From an optimization exercise on the open Yosys and OpenROAD flow, aimed at small area; shortcuts taken in it are not production practice.
In this exercise RTL edits were held to simulation tests only and were not proved equivalent to the original.
Power figures rest on the tool's default switching activity, not on a simulated workload.

File: flow/run.sh
#!/bin/bash
# synth_recipe.tcl (not shown) runs the flow's synth.tcl, then flattens the netlist and writes it again
# the make line also repeats each setting of config.mk as NAME=value (left out here)
make -C /OpenROAD-flow-scripts/flow DESIGN_CONFIG=/design/flow/config.mk WORK_HOME=/design/flow/orfs CLKGATE_MAP_FILE= SYNTH_SCRIPT=/design/flow/synth_recipe.tcl finish
File: flow/config.mk
export PLATFORM = sky130hd
export DESIGN_NAME = meter_poll_retry_sequencer_unit
export DESIGN_NICKNAME = meter_poll_retry_sequencer_unit
export VERILOG_FILES = /design/flow/design.v
export SDC_FILE = /design/flow/constraint.sdc
export NUM_CORES = 4
export LEC_CHECK = 0
export CAP_MARGIN = 20
export CORE_MARGIN = 2
export CORE_UTILIZATION = 40
export SLEW_MARGIN = 20
File: flow/constraint.sdc
create_clock -name core_clock -period 6.0 [get_ports {clk}]
set_input_delay 1.2000 -clock core_clock [delete_from_list [all_inputs] [get_ports {clk}]]
set_output_delay 1.2000 -clock core_clock [all_outputs]
set_load 0.01 [all_outputs]
File: flow/design.v
`default_nettype none
package mprs_pkg;
  localparam logic [15:0] POLL_RST  = 16'd1000;
  localparam logic [11:0] WAIT_RST  = 12'd100;
  localparam logic [3:0]  RETRY_RST = 4'd5;
  localparam logic CMD_TICK = 1'b0;
  localparam logic CMD_BYTE = 1'b1;
  localparam logic [1:0] REG_POLL  = 2'd0;
  localparam logic [1:0] REG_WAIT  = 2'd1;
  localparam logic [1:0] REG_RETRY = 2'd2;
  localparam int BUF_LO  = 6;
  localparam int BUF_HI  = 34;
  localparam int CNT_MAX = 35;
  localparam logic [2:0] PH_SCALE  = 3'd0;   
  localparam logic [2:0] PH_VALUES = 3'd1;   
  localparam logic [2:0] PH_VAL    = 3'd2;   
  localparam logic [2:0] PH_ERRS   = 3'd3;   
  localparam logic [2:0] PH_ERRV   = 3'd4;   
  localparam logic [7:0] EXP_FIXED = 8'hFE;
  typedef struct packed {
    logic       command;
    logic [7:0] rx_byte;
  } in_item_t;
  typedef struct packed {
    logic [2:0]        action;
    logic [3:0]        quantity;
    logic [15:0]       raw_value;
    logic signed [7:0] decimal_exponent;
    logic              last;
  } out_item_t;
  typedef struct packed {
    logic [15:0] poll_period;
    logic [11:0] reply_wait;
    logic [3:0]  retry_limit;
  } cfg_t;
endpackage
`default_nettype wire
`default_nettype none
import mprs_pkg::*;
module mprs_ctrl
(
  input  wire        clk,
  input  wire        rst_n,
  input  mprs_pkg::cfg_t       cfg,
  input  wire        in_valid,
  output logic       in_stall,
  input  mprs_pkg::in_item_t   in_data,
  output logic       out_valid,
  input  wire        out_stall,
  output mprs_pkg::out_item_t  out_data,
  output logic       buf_clr,
  output logic       buf_wr,
  output logic [3:0] k,
  input  wire        nonempty,
  input  wire [7:0]  lo,
  input  wire [7:0]  hi,
  input  wire [7:0]  rd_vexp,
  input  wire [7:0]  rd_cexp,
  input  wire [7:0]  rd_pexp
);
  logic [2:0]  ph_r;
  logic [3:0]  attempts_r;
  logic [11:0] timer_r;
  logic [15:0] since_r;
  logic [7:0]  vexp_r, cexp_r, pexp_r;
  logic        out_valid_r;
  logic        busy, is_val, emit_more, take, tick;
  logic [15:0] since_inc;
  logic        closed, good, tk_poll, tk_count, tk_retry, tk_fail, go_exp, go_values;
  logic [7:0]  val_exp;
  assign busy      = !ph_r[2] && !ph_r[1];
  assign is_val    = ph_r == PH_VAL;
  assign k         = attempts_r;
  assign emit_more = is_val && (attempts_r != 4'd15);
  assign in_stall  = out_valid_r && (out_stall || emit_more);
  assign take      = in_valid && !in_stall;
  assign tick      = take && (in_data.command == CMD_TICK);
  assign buf_wr    = take && (in_data.command == CMD_BYTE) && busy;
  assign since_inc = (since_r == 16'hFFFF) ? since_r : since_r + 16'd1;
  assign closed    = busy && !(timer_r < cfg.reply_wait);
  assign good      = closed && nonempty;
  assign tk_poll   = !busy && (since_inc >= cfg.poll_period);
  assign tk_count  = busy && (timer_r < cfg.reply_wait);
  assign go_exp    = good && (ph_r == PH_SCALE);
  assign go_values = good && (ph_r == PH_VALUES);
  assign tk_retry  = closed && !good && (attempts_r < cfg.retry_limit);
  assign tk_fail   = closed && !good && !(attempts_r < cfg.retry_limit);
  assign buf_clr   = tick && (tk_poll || go_exp);
  always_ff @(posedge clk) begin
    if (!rst_n) begin
      ph_r        <= PH_VAL;
      since_r     <= 16'd0;
      out_valid_r <= 1'b0;
    end else begin
      out_valid_r <= out_valid_r && (out_stall || emit_more);
      if (tick) begin
        since_r <= go_values ? 16'd0 : since_inc;
        if (tk_poll) begin
          ph_r        <= PH_SCALE;
          out_valid_r <= 1'b1;
        end else if (tk_retry) begin
          out_valid_r <= 1'b1;
        end else if (go_exp) begin
          ph_r        <= PH_VALUES;
          out_valid_r <= 1'b1;
        end else if (go_values) begin
          ph_r        <= PH_VAL;
          out_valid_r <= 1'b1;
        end else if (tk_fail) begin
          ph_r        <= (ph_r == PH_SCALE) ? PH_ERRS : PH_ERRV;
          out_valid_r <= 1'b1;
        end
      end
    end
  end
  always_ff @(posedge clk) begin
    if (tick) begin
      if (tk_poll || go_exp || go_values) begin
        attempts_r <= 4'd0;
      end else if (tk_retry) begin
        attempts_r <= attempts_r + 4'd1;
      end
      if (tk_poll || tk_retry || go_exp) begin
        timer_r <= 12'd0;
      end else if (tk_count) begin
        timer_r <= timer_r + 12'd1;
      end
    end else if (out_valid_r && !out_stall && emit_more) begin
      attempts_r <= attempts_r + 4'd1;
    end
  end
  always_ff @(posedge clk) begin
    if (tick && go_exp) begin
      vexp_r <= rd_vexp;
      cexp_r <= rd_cexp;
      pexp_r <= rd_pexp;
    end
  end
  always_comb begin
    if (k < 4'd3) begin
      val_exp = vexp_r;
    end else if (k < 4'd6) begin
      val_exp = cexp_r;
    end else if (k < 4'd12) begin
      val_exp = pexp_r;
    end else begin
      val_exp = EXP_FIXED;
    end
  end
  assign out_valid                 = out_valid_r;
  assign out_data.action           = ph_r;
  assign out_data.quantity         = is_val ? k : 4'd0;
  assign out_data.raw_value        = is_val ? {hi, lo} : 16'd0;
  assign out_data.decimal_exponent = is_val ? val_exp : 8'd0;
  assign out_data.last             = is_val ? (k == 4'd15) : 1'b1;
endmodule
`default_nettype wire
`default_nettype none
import mprs_pkg::*;
module mprs_datapath
(
  input  wire        clk,
  input  wire        rst_n,
  input  wire        clr,        
  input  wire        wr,         
  input  wire [7:0]  wdata,
  input  wire [3:0]  k,          
  output logic       nonempty,   
  output logic [7:0] lo,
  output logic [7:0] hi,
  output logic [7:0] vexp,       
  output logic [7:0] cexp,
  output logic [7:0] pexp
);
  logic [5:0] bcnt_r;
  logic [5:0] hwm_r;
  logic [7:0] mem [BUF_LO:BUF_HI];
  logic       wr_ok;
  assign wr_ok    = wr && (bcnt_r != 6'(CNT_MAX));
  assign nonempty = bcnt_r != 6'd0;
  always_ff @(posedge clk) begin
    if (clr) begin
      bcnt_r <= 6'd0;
    end else if (wr_ok) begin
      bcnt_r <= bcnt_r + 6'd1;
    end
  end
  always_ff @(posedge clk) begin
    if (!rst_n) begin
      hwm_r <= 6'd0;
    end else if (wr_ok && (bcnt_r == hwm_r)) begin
      hwm_r <= hwm_r + 6'd1;
    end
  end
  for (genvar p = BUF_LO; p <= BUF_HI; p++) begin : g_pos
    always_ff @(posedge clk) begin
      if (wr_ok && (bcnt_r == 6'(p))) begin
        mem[p] <= wdata;
      end
    end
  end
  function automatic logic [7:0] rd(input int p);
    rd = (hwm_r > 6'(p)) ? mem[p] : 8'h00;
  endfunction
  assign vexp = rd(7);
  assign cexp = rd(8);
  assign pexp = rd(9);
  always_comb begin
    case (k)
      4'd0:  begin lo = rd(6);  hi = rd(7);  end
      4'd1:  begin lo = rd(8);  hi = rd(9);  end
      4'd2:  begin lo = rd(10); hi = rd(11); end
      4'd3:  begin lo = rd(12); hi = rd(13); end
      4'd4:  begin lo = rd(14); hi = rd(15); end
      4'd5:  begin lo = rd(16); hi = rd(17); end
      4'd6:  begin lo = rd(18); hi = rd(19); end
      4'd7:  begin lo = rd(20); hi = rd(21); end
      4'd8:  begin lo = rd(22); hi = rd(23); end
      4'd9:  begin lo = rd(24); hi = rd(25); end
      4'd10: begin lo = rd(26); hi = rd(27); end
      4'd11: begin lo = rd(28); hi = rd(29); end
      4'd12: begin lo = rd(30); hi = 8'h00;  end
      4'd13: begin lo = rd(31); hi = 8'h00;  end
      4'd14: begin lo = rd(32); hi = 8'h00;  end
      default: begin lo = rd(33); hi = rd(34); end
    endcase
  end
endmodule
`default_nettype wire
`default_nettype none
import mprs_pkg::*;
module meter_poll_retry_sequencer_unit
(
  input  wire        clk,
  input  wire        rst_n,
  input  wire        in_valid,
  output logic       in_stall,
  input  mprs_pkg::in_item_t   in_data,
  output logic       out_valid,
  input  wire        out_stall,
  output mprs_pkg::out_item_t  out_data,
  input  wire        psel,
  input  wire        penable,
  input  wire        pwrite,
  input  wire [3:0]  paddr,
  input  wire [31:0] pwdata,
  output logic [31:0] prdata,
  output logic       pready
);
  mprs_pkg::cfg_t cfg_r;
  logic       wr_en;
  logic       buf_clr, buf_wr, nonempty;
  logic [3:0] k;
  logic [7:0] lo, hi, rd_vexp, rd_cexp, rd_pexp;
  assign pready = 1'b1;
  assign wr_en  = psel && penable && pwrite;
  always_ff @(posedge clk) begin
    if (!rst_n) begin
      cfg_r.poll_period <= POLL_RST;
      cfg_r.reply_wait  <= WAIT_RST;
      cfg_r.retry_limit <= RETRY_RST;
    end else if (wr_en) begin
      case (paddr[3:2])
        REG_POLL:  cfg_r.poll_period <= pwdata[15:0];
        REG_WAIT:  cfg_r.reply_wait  <= pwdata[11:0];
        REG_RETRY: cfg_r.retry_limit <= pwdata[3:0];
        default: begin
        end
      endcase
    end
  end
  always_comb begin
    case (paddr[3:2])
      REG_POLL:  prdata = {16'h0000, cfg_r.poll_period};
      REG_WAIT:  prdata = {20'h00000, cfg_r.reply_wait};
      REG_RETRY: prdata = {28'h0000000, cfg_r.retry_limit};
      default:   prdata = '0;
    endcase
  end
  mprs_ctrl u_ctrl (
    .clk       (clk),
    .rst_n     (rst_n),
    .cfg       (cfg_r),
    .in_valid  (in_valid),
    .in_stall  (in_stall),
    .in_data   (in_data),
    .out_valid (out_valid),
    .out_stall (out_stall),
    .out_data  (out_data),
    .buf_clr   (buf_clr),
    .buf_wr    (buf_wr),
    .k         (k),
    .nonempty  (nonempty),
    .lo        (lo),
    .hi        (hi),
    .rd_vexp   (rd_vexp),
    .rd_cexp   (rd_cexp),
    .rd_pexp   (rd_pexp)
  );
  mprs_datapath u_dp (
    .clk      (clk),
    .rst_n    (rst_n),
    .clr      (buf_clr),
    .wr       (buf_wr),
    .wdata    (in_data.rx_byte),
    .k        (k),
    .nonempty (nonempty),
    .lo       (lo),
    .hi       (hi),
    .vexp     (rd_vexp),
    .cexp     (rd_cexp),
    .pexp     (rd_pexp)
  );
endmodule
`default_nettype wire
==> reports/results.env, run 1 <==
POWER.DENSITY_mW_PER_MM2=279
IR_WORST_VDD_mV=0.199
VIAS=10474
FINAL_LAYOUT_SIZE_SUFFIX_GT1_FRAC=0.0815
DRC=0
FINALPOWER_W=0.00499
ANTENNA_FOUND_INITIAL=0
YOSYSTOPAREACELLSHARE=0.531
CTS_TREE='yes'
TRACK_USAGE=0.194
GRT.OVERFLOW.TOTAL=0
FINALSETUPVIOLCOUNT=0
HOLD_PATH.CLASS='reg -> reg'
DIE_WIDTH_MICRONS=200
NFILLCELLS=3416
TIMING.SETUP.TNS_PS=0
MAXIMUM_CLOCK_PATH_BUFFER_COUNT=3
WORST_SLACK_PS=477
N_ANTENNA_CELL=0
DESIGN.PORTCOUNT=119
LAYOUTNONFILLERINSTCOUNT=1898
DRTPASS1ITERATIONS=6
ROUTED.TOP_LAYER='met4'
DIEHEIGHT_MICRONS=200
COMBINED_BUFFER_AND_INVERTER_COUNT_ALONG_THE_CRITICAL_PATH=1
TIMING.CRITICAL_PATH.FROM_TYPE='register'
ENDPOINT_KIND='output port'
FINALNETCOUNT=1454
PORT-BUFFER-COUNT=83
START_UTIL=0.407
CRITPATHTOPFAMILY='compound AO/OA/AOI/OAI gates'
WORST_SETUP_HOLD_PATH_CLK_SLEW_PS=60
WORST_R2R_STARTPOINT='u_ctrl.since_r[7]'
MULTI_INPUT_COMB_AREA_SQ_MM=0.00539
VIAS_PER_CELL=5.52
FINALWEIGHTEDCONGESTION=0.891
DETAILEDPLACE.WORSTSLACK_PS=1060
CRITICAL_PATH.MAX_STAGE_DELAY_PS=670
GRT_START_MAX_NET_PINS=54
INSERTION_DELAY_PS=560
SYNTHESIS.INSTANCES=1271
YS_SEQ_AREA_FRAC=0.614
WORSTPATHMAXFANOUT=16
HPWL_MICRONS=27000
TIGHTESTPINTRANSITION_PS=1150
FINAL-MAX-SLEW-VIOLATION-COUNT=0
ROUTEDLENGTHMET1_MICRONS=17900
MAXCAPVIOLATIONS=0
ROUTEDWLPERCELL_MICRONS=20.7
GLOBAL_ROUTE_WIRE_LENGTH_BEFORE_REPAIR_MICRONS=60200
FINALCRITICALPERIOD_PS=5520
SYNTH.AREA.TOP_CELLS='edfxtp_1, dfxtp_1, ha_1'
TIMING.SLEW.HEADROOM=0.234
LAYOUT-AREA-OVERHEAD-VS-SYNTH_PCT=16.5
FIN_WORST_SKEW_PS=19.4
CTSHOLDBUFFERS=0
CELLLEAKAGEPOWER_nW=6.14
SYNTH-SEQ-CELLS=336
MAPPEDNETLISTAREA_SQ_MM=0.0154
WIRELENGTH_ROUTED_MICRONS=39300
ANTENNA_LEFT=0
CRIT_PATH_START='u_ctrl.attempts_r[1]'
HOLD_VIOL=0
CRITICAL_PATH_CELL_BY_CELL='ha_1 -> or2_2 -> a21oi_1 -> o211a_1 -> and3_1 -> a221oi_1 -> a31oi_1 -> clkdlybuf4s50_1'
DETAILEDROUTE.FIRSTITERATIONVIOLATIONS=1041
CTS_NUM_SINKS=336
YS_ASYNC_SR_FRACTION=0
CLOCK_BUFFER_COUNT_FROM_CTS=36
CTS_REPAIR_RESIZE_COUNT=0
POST-CTS-SETUP-BUFFERS=0
SYNTH.LARGEST_AREA_CELL='edfxtp_1'
FIN_WORST_HOLD_SLACK_PS=467
YOSYSUNIQUECELLTYPES=74
FINAL_MIN_PERIOD_OVER_CLOCK_PERIOD=0.921
SYNTH-WARNING-COUNT=4
RSZ0062_AT_GRT='no'
MAXCLOCKFREQUENCY_GHz=0.181
OUTCOME='timing/DRC/antenna clean'
POST_SYNTH.CELL_AREA_AVG_SQ_UM=12.1
PLACEABLECOREAREA_SQ_MM=0.0378
VIAS_IN_THE_FIRST_GLOBAL_ROUTE=10088
FINAL_CELL_MIX='edfxtp_1, nand2_1, nor2_1, clkdlybuf4s50_1, a21oi_1'
CRITICAL_PATH_REQUIRED_PS=4800
CP.ARRIVAL_PS=4320
SYNTH_FLOP_CELL='edfxtp_1'
CRIT_PATH_CLASS='reg -> out'
ROUTE.MET3.WL_MICRONS=3130
DIEAREA_SQ_MM=0.0400
MET2ROUTEDLENGTH_MICRONS=17700
SLOWEST_STAGE='edfxtp_1'
AREA.SEQUENTIAL_SQ_MM=0.00945
HOLD_PATH_STARTPOINT='cfg_r[31]'
FLOORPLAN.ROWS=71
CLOCK_TREE.HTREE_LEVEL_COUNT=2
SYNTH_EDF_COUNT=272
PLACE_INST=1832
CLOCKROOTBUFFER='clkbuf_16'
FINAL_COMMON_CELL='edfxtp_1'
-- Yosys cell counts, drive strengths merged (2+ instances only) --
cell type and n:
a211oi 3, nand4 24, a221oi 10, mux2i 24, nor3 28, ha 43, nand3 37, or3b 3
nor2 82, nand3b 2, o21ai 18, o211a 3, and2 15, o21a 15, and4 2, xnor2 20
nor4b 3, a21o 3, a222oi 22, xor2 23, a21boi 23, a31oi 16, clkbuf 36, o211ai 14
nor4 6, nand2b 10, buf 41, and3 24, dfxtp 64, a32o 9, edfxtp 272, a21oi 70
o31ai 2, o41a 2, or3 5, conb 2, o221ai 9, nor3b 9, a22oi 56, nor2b 34
inv 51, nand2 112, or2 7, a2111oi 2
-- final cells by class --
class,count,area share
sequential,336,0.527
multi-input combinational,822,0.301
timing repair buffer,112,0.0571
clock buffer,42,0.0521
tap,511,0.0357
clock inverter,24,0.0166
inverter,51,0.0107
-- stage by stage --
stage,area (sq um),util
floorplan,15400,-
global placement,16700,0.443
detailed placement,16700,0.443
CTS,17900,0.475
global route,17900,0.475
finish,17900,0.475
-- state kept, by name, indices dropped and copies added (netlist names) --
| register | cells |
|---|---|
| u_ctrl.pexp_r | 8 |
| u_ctrl.vexp_r | 8 |
| u_ctrl.attempts_r | 4 |
| u_ctrl.out_valid_r | 1 |
| u_ctrl.ph_r | 3 |
| u_ctrl.timer_r | 12 |
| cfg_r | 32 |
| u_ctrl.cexp_r | 8 |
| u_dp.bcnt_r | 6 |
| u_dp.hwm_r | 6 |
| u_ctrl.since_r | 16 |
| u_dp.mem | 232 |
-- cell families (layout without fill, tap and decap cells) --
family | after synthesis | in the layout | synth area share
simple gates | 407 | 407 | 0.135
flops | 336 | 336 | 0.614
compound gates | 287 | 287 | 0.134
buf+inv | 128 | 229 | 0.0408
fa+ha+maj | 43 | 43 | 0.0350
xor+xnor | 43 | 43 | 0.0245
mux | 25 | 25 | 0.0163
other cells | 2 | 17 | 0.000488
-- worst paths after layout --
| check | endpoint | slack (ps) | cells past startpoint |
|---|---|---|---|
| worst max-delay path | out_data[17] | 480 | 8 |
| worst min-delay path | cfg_r[31] | 470 | 2 |
| worst max register to register | u_ctrl.timer_r[3] | 1700 | 12 |
| worst min register to register | cfg_r[31] | 470 | 2 |
-- layer usage --
| metal | global-route usage | up-vias |
|---|---|---|
| met4 | 0.0474 | 0 |
| met2 | 0.298 | 389 |
| met5 | 0 | - |
| met3 | 0.0436 | 41 |
| met1 | 0.280 | 5082 |
| li1 | - | 4962 |
-- worst reg2reg max path, delay by kind of cell (launching register included) --
family                   cells  cell delay (ps)
adder cells (fa/ha/maj)      1              310
AO/OA/AOI/OAI                6             2040
XOR/XNOR                     1              100
AND/OR/NAND/NOR              4              990
flip-flops                   1              490
-- report_power, final --
group | switching [W] | leakage (nW) | internal [W]
clock | 0.000928 | 0.600 | 0.00139
combinational | 0.0000985 | 2.56 | 0.0000547
sequential | 0.0000102 | 2.98 | 0.00252
total | 0.00104 | 6.14 | 0.00396
==> run 2, diff against run 1 <==
--- a/flow/config.mk
+++ b/flow/config.mk
@@ -7,5 +7,7 @@
 export LEC_CHECK = 0
 export CAP_MARGIN = 20
 export CORE_MARGIN = 2
-export CORE_UTILIZATION = 40
+export CORE_UTILIZATION = 65
+export CTS_CLUSTER_DIAMETER = 80
+export CTS_CLUSTER_SIZE = 28
 export SLEW_MARGIN = 20
==> run 2 against run 1 <==
Synthesized cell count unchanged. Worst hold slack improved by 8.7 ps. Sequential share of layout area grew 2.9 points. Setup slack got worse by 67 ps. Utilization increased by 25 points. Critical path depth did not move. Cell count decreased by 12%. Flip-flop and latch count is the same. Die area shrank 38%. First-iteration DRC count increased by 6.8%. Clock power shrank 42%. Critical path type unchanged.
==> reports/results.env, run 2 <==
OUTCOME='timing/DRC/antenna clean'
YOSYSTOPAREACELLSHARE=0.531
GRT.BUSIEST_LAYER='met2'
FINALWEIGHTEDCONGESTION=0.922
FINAL-MAX-SLEW-VIOLATION-COUNT=0
CTS_REPAIR_RESIZE_COUNT=0
CLOCK_TREE.HTREE_LEVEL_COUNT=1
PORT-BUFFER-COUNT=83
MAPPEDNETLISTAREA_SQ_MM=0.0154
CTS_NUM_SINKS=336
YOSYS.CELL_COUNT.TOP_TYPE='edfxtp_1'
HOLD_VIOL=0
CRIT_PATH_CLASS='reg -> out'
MET2_RESOURCE_USE_GR=0.498
DESIGN.PORTCOUNT=119
SYNTH.CELLS.MOST_FREQUENT='edfxtp_1, nand2_1, nor2_1'
CRITPATHTOPFAMILY='compound AO/OA/AOI/OAI gates'
TIGHTESTPINTRANSITION_PS=1120
SYNTH-SEQ-CELLS=336
NFILLCELLS=1631
FINAL_CELL_MIX='edfxtp_1, nand2_1, nor2_1, clkdlybuf4s50_1, a21oi_1'
CLOCK_BUFFER_COUNT_FROM_CTS=17
AREA.SEQUENTIAL_SQ_MM=0.00945
CELLLEAKAGEPOWER_nW=5.78
CLOCK_POWER_SHARE=0.333
DETAILEDROUTE.FIRSTITERATIONVIOLATIONS=1112
WORSTPATHMAXFANOUT=16
MAXCAPVIOLATIONS=0
FINALNETCOUNT=1433
SYNTH_FLOP_CELL='edfxtp_1'
CRIT_PATH_START='u_ctrl.attempts_r[1]'
CLOCKROOTBUFFER='clkbuf_16'
VIAS_IN_THE_FIRST_GLOBAL_ROUTE=9855
LAYOUT_TOP_REGISTERS='u_dp.mem: 232 flops, cfg_r: 32 flops, u_ctrl.since_r: 16 flops'
POST-CTS-SETUP-BUFFERS=0
SWITCHING_SHARE=0.213
DIEHEIGHT_MICRONS=158
GLOBAL_ROUTE_WIRE_LENGTH_BEFORE_REPAIR_MICRONS=55100
FINAL_MIN_PERIOD_OVER_CLOCK_PERIOD=0.932
CRITICAL_PATH_REQUIRED_PS=4800
SWITCHINGPOWER_W=0.000855
ANTENNA_FOUND_INITIAL=0
TIMING.SETUP.TNS_PS=0
FLOORPLAN.ROWS=56
N_ANTENNA_CELL=0
MAXIMUM_CLOCK_PATH_BUFFER_COUNT=3
FINAL_COMMON_CELL='edfxtp_1'
YOSYSUNIQUECELLTYPES=74
POWER.DENSITY_mW_PER_MM2=236
VIAS=10542
ROUTEDWLPERCELL_MICRONS=22.0
TRACK_USAGE=0.293
FINISH.UTILIZATION=0.728
ENDPOINT_KIND='output port'
DIEAREA_SQ_MM=0.0249
MAXCLOCKFREQUENCY_GHz=0.179
YS_SEQ_AREA_FRAC=0.614
DRC=0
FINALSETUPVIOLCOUNT=0
SYNTH_EDF_COUNT=272
FINAL_LAYOUT_SIZE_SUFFIX_GT1_FRAC=0.0595
MET3_USAGE=0.0381
WORST_R2R_STARTPOINT='u_ctrl.since_r[7]'
CRITICAL_PATH.MAX_STAGE_DELAY_PS=680
TIMING.SLEW.HEADROOM=0.246
INTERNAL_POWER_W=0.00315
CTS_TREE='yes'
SLOWEST_STAGE='edfxtp_1'
YS_ASYNC_SR_FRACTION=0
GRT.MET1_USAGE=0.398
GRT.OVERFLOW.TOTAL=0
HOLD_PATH_STARTPOINT='cfg_r[31]'
PLACEABLECOREAREA_SQ_MM=0.0233
TIMING.CRITICAL_PATH.FROM_TYPE='register'
RSZ0062_AT_GRT='no'
LARGEST_REG_FLOPS=232
WIRELENGTH_ROUTED_MICRONS=36600
REGMOSTFLOPS='u_dp.mem'
WORST_SETUP_HOLD_PATH_CLK_SLEW_PS=110
DRTPASS1ITERATIONS=8
CP.ARRIVAL_PS=4390
COMBINED_BUFFER_AND_INVERTER_COUNT_ALONG_THE_CRITICAL_PATH=1
FINAL_CELL_AREA_SQ_MM=0.0170
SEQUENTIALPOWERSHARE=0.630
SYNTH.LARGEST_AREA_CELL='edfxtp_1'
HPWL_MICRONS=25300
MULTI_INPUT_COMB_AREA_SQ_MM=0.00540
CRITICAL_PATH_CELL_BY_CELL='ha_1 -> or2_2 -> a21oi_1 -> o211a_1 -> and3_1 -> a221oi_1 -> a31oi_1 -> clkdlybuf4s50_1'
HOLD_PATH.CLASS='reg -> reg'
FIN_WORST_SKEW_PS=20.7
LAYOUT-AREA-OVERHEAD-VS-SYNTH_PCT=10.4
ANTENNA_LEFT=0
CTSHOLDBUFFERS=0
FINALCRITICALPERIOD_PS=5590
SYNTH.AREA.TOP_CELLS='edfxtp_1, dfxtp_1, ha_1'
POST_SYNTH.CELL_AREA_AVG_SQ_UM=12.1
VIAS_PER_CELL=6.34
START_UTIL=0.659
DIE_WIDTH_MICRONS=158
SYNTH-WARNING-COUNT=4
DPL-INSTANCE-AREA_SQ_MM=0.0165
SYNTHESIS.INSTANCES=1271
INSERTION_DELAY_PS=530
GRT_START_MAX_NET_PINS=54
IR_WORST_VDD_mV=0.244
COMBINATIONALPOWERSHARE=0.038
-- run 2: kinds of logic after synthesis --
family          Yosys count  synth area share
compound gates          287             0.134
mux                      25            0.0163
other cells               2          0.000488
fa+ha+maj                43            0.0350
xor+xnor                 43            0.0245
buf+inv                 128            0.0408
simple gates            407             0.135
flops                   336             0.614
-- run 2: power by group through the flow --
stage	Combinational [W]	Sequential (W)	Clock, W
final	0.000151	0.00252	0.00133
after detailed placement	0.000150	0.00258	0
after global placement	0.000147	0.00258	0
after CTS	0.000151	0.00252	0.00134
after floorplan	0.0000810	0.00257	0
after global routing	0.000165	0.00253	0.00141
-- run 2: path summary, 6_finish.rpt --
path                         to  slack, ps  cells after the start
max reg2reg  u_ctrl.timer_r[10]       1780                     11
min reg2reg           cfg_r[31]        480                      2
max                out_data[24]        410                      8
min                   cfg_r[31]        480                      2
-- run 2: area by class of cell --
| class | instances | area share |
|---|---|---|
| Sequential cell | 336 | 0.556 |
| Multi-Input combinational cell | 822 | 0.318 |
| Timing Repair Buffer | 110 | 0.0597 |
| Clock buffer | 18 | 0.0253 |
| Tap cell | 319 | 0.0235 |
| Inverter | 51 | 0.0113 |
| Clock inverter | 7 | 0.00612 |
-- run 2: worst reg2reg max path: stages (launching register included) --
cell       delay, ps
dfxtp_1          480
nand4_1          170
nor3_1           540
nand2_1          280
xnor2_1          270
ha_1             260
nand2b_1         130
a211oi_1         240
o2111ai_1        150
a21oi_1          560
o21ai_1          350
o21a_1           460
-- run 2: per-stage QoR --
step	instances	total power [W]	worst slack [ps]	hold WS, ps
after floorplan	1286	0.00265	705	443
after global placement	1638	0.00272	1080	452
after detailed placement	1638	0.00273	1080	462
after CTS	1663	0.00402	502	476
after global routing	1663	0.00410	237	503
final	1663	0.00401	410	476
-- run 2: per-layer routing --
metal  wire [microns]  vias to the layer above
li1                 -                     4880
met1            14800                     5147
met2            17800                      446
met3             2830                       69
met4             1190                        0
met5                0                        -
==> run 3, diff against run 2 <==
--- a/flow/config.mk
+++ b/flow/config.mk
@@ -7,7 +7,8 @@
 export LEC_CHECK = 0
 export CAP_MARGIN = 20
 export CORE_MARGIN = 2
-export CORE_UTILIZATION = 65
-export CTS_CLUSTER_DIAMETER = 80
-export CTS_CLUSTER_SIZE = 28
+export CORE_UTILIZATION = 75
+export CTS_CLUSTER_DIAMETER = 60
+export CTS_CLUSTER_SIZE = 24
+export PLACE_DENSITY = 0.8
 export SLEW_MARGIN = 20
==> run 3 against run 2 <==
Utilization rose by 12 points. First-iteration DRC count grew 51%. Routed wire length rose by 7.6%. Combinational power about the same. Count of clock-buffer cells in the layout increased by 5. Cell count down 1.9%. Critical path depth is 1 higher. Setup slack improved by 160 ps. Fmax increased by 3.0%. Clock power grew 29%. Synthesized cell count did not move. Largest cell class unchanged.
==> reports/results.env, run 3 <==
OUTCOME='timing/DRC/antenna clean'
FINALCRITICALPERIOD_PS=5430
MULTI_INPUT_COMB_AREA_SQ_MM=0.00539
WORST_R2R_STARTPOINT='u_ctrl.since_r[7]'
N_ANTENNA_CELL=0
CP_COMMON_CELL='a21oi_1'
CRITPATHTOPFAMILY='compound AO/OA/AOI/OAI gates'
HOLD_PATH.CLASS='reg -> reg'
FINALSETUPVIOLCOUNT=0
RRSETUPSLACK_PS=1640
VIAS=11168
FIN_WORST_SKEW_PS=29.9
WORST_SETUP_HOLD_PATH_CLK_SLEW_PS=90
SYNTH_EDF_COUNT=272
LAYOUT-AREA-OVERHEAD-VS-SYNTH_PCT=11.8
CRIT_PATH_START='u_ctrl.attempts_r[0]'
FINAL_MIN_PERIOD_OVER_CLOCK_PERIOD=0.905
MAXCAPVIOLATIONS=0
TRACK_USAGE=0.365
DRC=0
HOLD_VIOL=0
YOSYSUNIQUECELLTYPES=74
FLOORPLAN.ROWS=52
TIMING.CRITICAL_PATH.FROM_TYPE='register'
DESIGN.PORTCOUNT=119
FINISH.UTILIZATION=0.853
YS_SEQ_AREA_FRAC=0.614
PLACE_INST=1590
SYNTH-WARNING-COUNT=4
LAYOUT_TOP_REGISTERS='u_dp.mem: 232 flops, cfg_r: 32 flops, u_ctrl.since_r: 16 flops'
ANTENNA_LEFT=0
SYNTH.LARGEST_AREA_CELL='edfxtp_1'
CTS_TREE='yes'
CTS_REPAIR_RESIZE_COUNT=0
TIGHTESTPINTRANSITION_PS=1140
YOSYS.CELL_COUNT.TOP_TYPE='edfxtp_1'
GRT_START_MAX_NET_PINS=43
CTSHOLDBUFFERS=0
FINAL-MAX-SLEW-VIOLATION-COUNT=0
CRITICAL_PATH_CELL_BY_CELL='inv_1 -> ha_1 -> or3b_2 -> a21oi_1 -> a22oi_1 -> nand2_1 -> a21oi_1 -> a31oi_1 -> clkdlybuf4s50_1'
LAYOUTNONFILLERINSTCOUNT=1632
RSZ0062_AT_GRT='no'
VIAS_IN_THE_FIRST_GLOBAL_ROUTE=10832
YOSYSTOPAREACELLSHARE=0.531
YS_ASYNC_SR_FRACTION=0
ANTENNA_FOUND_INITIAL=0
SYNTHESIS.INSTANCES=1271
POST-CTS-SETUP-BUFFERS=0
FINAL_LAYOUT_SIZE_SUFFIX_GT1_FRAC=0.0720
FIN_WORST_HOLD_SLACK_PS=469
DRTPASS1ITERATIONS=8
PLACEABLECOREAREA_SQ_MM=0.0202
SLOWEST_STAGE='a21oi_1'
POWER.DENSITY_mW_PER_MM2=255
FINALWEIGHTEDCONGESTION=0.929
IR_WORST_VDD_mV=0.398
DIEHEIGHT_MICRONS=147
SYNTH.AREA.TOP_CELLS='edfxtp_1, dfxtp_1, ha_1'
CRIT_PATH_CLASS='reg -> out'
LARGEST_REG_FLOPS=232
POST_SYNTH.CELL_AREA_AVG_SQ_UM=12.1
CLOCK_TREE.HTREE_LEVEL_COUNT=1
CLOCK_BUFFER_COUNT_FROM_CTS=23
TIMING.SETUP.TNS_PS=0
ENDPOINT_KIND='output port'
GLOBAL_ROUTE_WIRE_LENGTH_BEFORE_REPAIR_MICRONS=60500
COMBINED_BUFFER_AND_INVERTER_COUNT_ALONG_THE_CRITICAL_PATH=2
VIAS_PER_CELL=6.84
START_UTIL=0.763
WIRELENGTH_ROUTED_MICRONS=39400
DETAILEDROUTE.FIRSTITERATIONVIOLATIONS=1680
FINAL_COMMON_CELL='edfxtp_1'
MAXCLOCKFREQUENCY_GHz=0.184
CRITICAL_PATH_REQUIRED_PS=4800
ROUTEDWLPERCELL_MICRONS=24.1
MAXIMUM_CLOCK_PATH_BUFFER_COUNT=3
HPWL_MICRONS=26400
INSERTION_DELAY_PS=550
DIE_WIDTH_MICRONS=147
SYNTH-SEQ-CELLS=336
CLOCKROOTBUFFER='clkbuf_16'
AREA.SEQUENTIAL_SQ_MM=0.00945
CELLLEAKAGEPOWER_nW=5.93
DIEAREA_SQ_MM=0.0217
TIMING.SLEW.HEADROOM=0.240
CP.ARRIVAL_PS=4230
SYNTH.CELLS.MOST_FREQUENT='edfxtp_1, nand2_1, nor2_1'
DETAILEDPLACE.WORSTSLACK_PS=1310
CRITICAL_PATH.MAX_STAGE_DELAY_PS=790
SYNTH_FLOP_CELL='edfxtp_1'
FINAL_CELL_MIX='edfxtp_1, nand2_1, nor2_1, clkdlybuf4s50_1, a21oi_1'
FINALNETCOUNT=1440
WORST_SLACK_PS=570
PORT-BUFFER-COUNT=83
HOLD_PATH_STARTPOINT='cfg_r[28]'
CTS_NUM_SINKS=336
NFILLCELLS=1040
GRT.OVERFLOW.TOTAL=0
REGMOSTFLOPS='u_dp.mem'
WORSTPATHMAXFANOUT=8
MAPPEDNETLISTAREA_SQ_MM=0.0154
## run 3: cell counts after synthesis
No cell type changed its count.
## run 3: cell type report
type                            instances  share of cell area
Inverter                               51              0.0111
Clock buffer                           23              0.0335
Tap cell                              270              0.0196
Timing Repair Buffer                  111              0.0594
Sequential cell                       336               0.549
Multi-Input combinational cell        822               0.314
Clock inverter                         19              0.0134
## run 3: per-layer routing
layer / vias to the layer above / track usage / part of all wire
li1: 4916 / - / -
met1: 5379 / 0.503 / 0.38
met2: 755 / 0.600 / 0.49
met3: 118 / 0.0618 / 0.10
met4: 0 / 0.123 / 0.033
met5: - / 0 / 0
## run 3: per-stage QoR
stage               area (sq um)  power (W)
detailed placement         16400    0.00273
CTS                        17200    0.00438
global placement           16400    0.00272
floorplan                  15400    0.00265
finish                     17200    0.00439
global route               17200    0.00448
## run 3: report_power, final
group,total [W],internal [W],switching (W)
Combinational,0.000150,0.0000540,0.0000963
Clock,0.00171,0.000841,0.000872
Sequential,0.00253,0.00251,0.0000109
## run 3: logic make-up after synthesis
group,after synthesis,synth area share
buffers and inverters,128,0.0408
adders and majority gates,43,0.0350
xor gates and xnor gates,43,0.0245
DFF,336,0.614
AOI/OAI and AO/OA,287,0.134
muxes,25,0.0163
other,2,0.000488
and+or+nand+nor,407,0.135
## run 3: path summary, 6_finish.rpt
| path | cells after the start | endpoint |
|---|---|---|
| worst min-delay path | 2 | cfg_r[28] |
| worst max-delay path | 9 | out_data[24] |
| worst max register to register | 11 | u_ctrl.timer_r[9] |
| worst min register to register | 2 | cfg_r[28] |
## run 3: worst reg2reg max path: cells and delay by family, from the launching register on
family          cells  cell delay, ps
simple gates        4            1210
flops               1             520
xor+xnor            1             280
compound gates      5            1780
fa+ha+maj           1             270

-- what the ideal ports hide --
The flow's constraints put no driver on any port. The routed layouts listed below were extracted and timed again, unchanged, in two steps.
Step 1, drivers: a clkbuf_16 drives clk and a buf_2 each remaining input, both assumed.
Step 2 also shifts input and output timing later by t, the mid clock arrival at the registers, as if the neighbouring blocks saw the same clock.
Slacks: no drivers / after step 1 / after step 2; pairs: no drivers / after step 1.
run	t, ns	slack for setup (ns)	clock arrival spread, ns
run 1	0.598	0.477 / 0.426 / 1.024	0.019 / 0.020
run 2	0.571	0.410 / 0.362 / 0.933	0.025 / 0.026
run 3	0.589	0.570 / 0.520 / 1.110	0.031 / 0.031
After both steps setup and hold are still met in every run listed.
